This is an optimization exercise on Yosys and OpenROAD, whose aim is small area and a short achievable clock period, not a production implementation.
The RTL was checked by simulation tests, not by an equivalence proof against the original design.

Design ex_stage, start of the top module:
module ex_stage (
  input  logic              clk,
  input  logic              rst_n,
  input  ex_pkg::alu_op_e   alu_operator_i,
  input  ex_pkg::word_t     alu_operand_a_i,
  input  ex_pkg::word_t     alu_operand_b_i,
  input  ex_pkg::word_t     alu_operand_c_i,
  input  logic              alu_en_i,
  input  ex_pkg::mul_op_e   mult_operator_i,
  input  ex_pkg::word_t     mult_operand_a_i,
  input  ex_pkg::word_t     mult_operand_b_i,
  input  ex_pkg::word_t     mult_operand_c_i,
  input  logic              mult_en_i,
  input  logic              csr_access_i,
  input  ex_pkg::word_t     csr_rdata_i,
  input  logic              branch_in_ex_i,
  input  ex_pkg::reg_addr_t regfile_alu_waddr_i,
  input  logic              regfile_alu_we_i,
  input  ex_pkg::reg_addr_t regfile_waddr_i,
  input  logic              regfile_we_i,
  input  logic              lsu_en_i,
  input  ex_pkg::word_t     lsu_rdata_i,
  input  logic              lsu_ready_ex_i,
  input  logic              lsu_err_i,
  input  logic              wb_ready_i,
  output ex_pkg::reg_addr_t regfile_alu_waddr_fw_o,
  output logic              regfile_alu_we_fw_o,
  output ex_pkg::word_t     regfile_alu_wdata_fw_o,
  output ex_pkg::reg_addr_t regfile_waddr_wb_o,
  output logic              regfile_we_wb_o,
  output ex_pkg::word_t     regfile_wdata_wb_o,
  output ex_pkg::word_t     jump_target_o,
  output logic              branch_decision_o,
  output logic              mult_multicycle_o,
  output logic              ex_ready_o,
  output logic              ex_valid_o
);
For scale: about 40 flip-flops, about 400 I/O pins, roughly 32000 µm² of cells after synthesis.
==> flow/config.mk <==
export PLATFORM = sky130hd
export DESIGN_NAME = ex_stage
export DESIGN_NICKNAME = ex_stage
export VERILOG_FILES = /design/flow/design.v
export SDC_FILE = /design/flow/constraint.sdc
export NUM_CORES = 4
export LEC_CHECK = 0
export ABC_AREA = 1
export CAP_MARGIN = 20
export CORE_MARGIN = 2
export CORE_UTILIZATION = 65
export SETUP_SLACK_MARGIN = 3
export SLEW_MARGIN = 20
export SYNTH_HIERARCHICAL = 1
==> flow/constraint.sdc <==
create_clock -name core_clock -period 15.0 [get_ports {clk}]
set_input_delay 3.0000 -clock core_clock [delete_from_list [all_inputs] [get_ports {clk}]]
set_output_delay 3.0000 -clock core_clock [all_outputs]
set_load 0.01 [all_outputs]
standard.sh (not shown) runs the stock make flow with config.mk's settings and CLKGATE_MAP_FILE= SYNTH_SCRIPT=/design/flow/synth_recipe.tcl, a recipe that flattens the netlist after the stock synthesis.
==> flow/flow/run.sh <==
#!/bin/bash
# The standard layout, with the port buffers built from plain buffers
# (sky130_fd_sc_hd__buf_2) instead of the delay cell buffer_ports picks by itself.
set -euo pipefail
export BUFFER_PORTS_ARGS="-buffer_cell sky130_fd_sc_hd__buf_2"
bash standard.sh > standard.log 2>&1
Rerun with:
CORE_UTILIZATION = 40   (was 65)
SETUP_SLACK_MARGIN = 3.5   (was 3)
The changed run ran to the end with no violations.
Cell area increases by a few percent.
Routed wire length increases by a few percent.
Clock-buffer cell count does not change.
Cell count grows by roughly a tenth.
Area after synthesis is unchanged.
Worst setup slack improved by 480 ps.
Rerun with:
==> flow/flow/run.sh (replaced) <==
#!/bin/bash
# The standard layout, with two changes to how it is made:
# - the port buffers are plain buffers (sky130_fd_sc_hd__buf_1) instead of the delay
#   cell buffer_ports picks by itself;
# - the buffers synthesis put in are taken out at floorplan (REMOVE_ABC_BUFFERS), and
#   the resizer buffers the nets again where timing and slew need it;
# - after global route the resizer downsizes gates off the critical paths (RECOVER_POWER).
set -euo pipefail
export BUFFER_PORTS_ARGS="-buffer_cell sky130_fd_sc_hd__buf_1"
export REMOVE_ABC_BUFFERS=1
export RECOVER_POWER=30
bash standard.sh > standard.log 2>&1
SETUP_SLACK_MARGIN = 3.25   (was 3.5)
With this change the flow completed and failed the layout checks on max-capacitance violations, max-slew violations.
Clock-buffer cell count does not change.
Sequential share of layout area goes up by 0.12 points.
Non-clock buffer count goes down by 33.
Routed wire length goes down by 2.4%.
Rerun with:
==> flow/flow/run.sh (replaced) <==
#!/bin/bash
# The standard layout, with two changes to how it is made:
# - the port buffers are plain buffers (sky130_fd_sc_hd__buf_2) instead of the delay
#   cell buffer_ports picks by itself;
# - the buffers synthesis put in are taken out at floorplan (REMOVE_ABC_BUFFERS), and
#   the resizer buffers the nets again where timing and slew need it.
set -euo pipefail
export BUFFER_PORTS_ARGS="-buffer_cell sky130_fd_sc_hd__buf_2"
export REMOVE_ABC_BUFFERS=1
bash standard.sh > standard.log 2>&1
SETUP_SLACK_MARGIN = 3   (was 3.25)
Outcome: The changed run passed the timing, design-rule and antenna checks. Wire length falls by a few percent. First-iteration DRC count falls by a little under a tenth. Global-route usage falls by 0.32 points. Fmax falls slightly.
Rerun with:
==> flow/flow/run.sh (replaced) <==
#!/bin/bash
# The standard layout, with two changes to how it is made:
# - the port buffers are plain buffers (sky130_fd_sc_hd__buf_1) instead of the delay
#   cell buffer_ports picks by itself;
# - the buffers synthesis put in are taken out at floorplan (REMOVE_ABC_BUFFERS), and
#   the resizer buffers the nets again where timing and slew need it;
# - after global route the resizer downsizes gates off the critical paths (RECOVER_POWER).
set -euo pipefail
export BUFFER_PORTS_ARGS="-buffer_cell sky130_fd_sc_hd__buf_1"
export REMOVE_ABC_BUFFERS=1
export RECOVER_POWER=100
bash standard.sh > standard.log 2>&1
SETUP_SLACK_MARGIN = 3.25   (was 3)
After rerunning: This time the run reached the layout checks and failed them: max-capacitance violations, max-slew violations; count of clock-buffer cells in the layout stays the same; routed wire length rose by about 2.5%; non-clock buffer count rose by 29; design area rose by about 0.8%; fmax fell by about 3.5%; core utilization rose by 0.35 points.
Rerun with:
--- a/flow/flow/run.sh
+++ b/flow/flow/run.sh
@@ -6,2 +6 @@
-#   the resizer buffers the nets again where timing and slew need it;
-# - after global route the resizer downsizes gates off the critical paths (RECOVER_POWER).
+#   the resizer buffers the nets again where timing and slew need it.
@@ -11 +9,0 @@
-export RECOVER_POWER=100
SETUP_SLACK_MARGIN = 3   (was 3.25)
What happened: The changed run finished with timing, DRC and antenna clean. Setup slack gains 380 ps. Routed wire length drops by a few percent. Sequential share of layout area barely changes. Synthesized cell count stays the same. First-iteration DRC count drops by a few percent. Clock-buffer cell count stays the same. Critical path depth drops by 1. Register-to-register slack gains 90 ps.

-- port drivers added, routing unchanged --
Ports are ideal in the flow. The routed layouts listed here were re-timed in OpenROAD.
Step 1, drivers: a clkbuf_16 drives clk and a buf_2 each remaining input, both assumed.
Step 2 adds t to the input delays and takes it off the output delays; t is the mean of the earliest and latest rising clock arrival at the registers after step 1. Input paths then give back, and output paths get back, about the clock's delay inside the block.
a / b / c = ideal / step 1 / step 2; a / b = the first two.
run | shift t [ns] | setup WS [ns] | pins driven straight from the clock port
the first run | 0.332 | 3.068 / 3.030 / 3.030 | 1
the second run | 0.326 | 3.553 / 3.526 / 3.526 | 1
the third run | 0.321 | 3.371 / 3.332 / 3.332 | 1
the fourth run | 0.325 | 3.160 / 3.137 / 3.137 | 1
the fifth run | 0.321 | 2.734 / 2.707 / 2.707 | 1
the sixth run | 0.322 | 3.113 / 3.080 / 3.080 | 1
The setup slack of the third run, which loses most, moves by -0.039 ns with the drivers and by -0.039 ns with both steps.
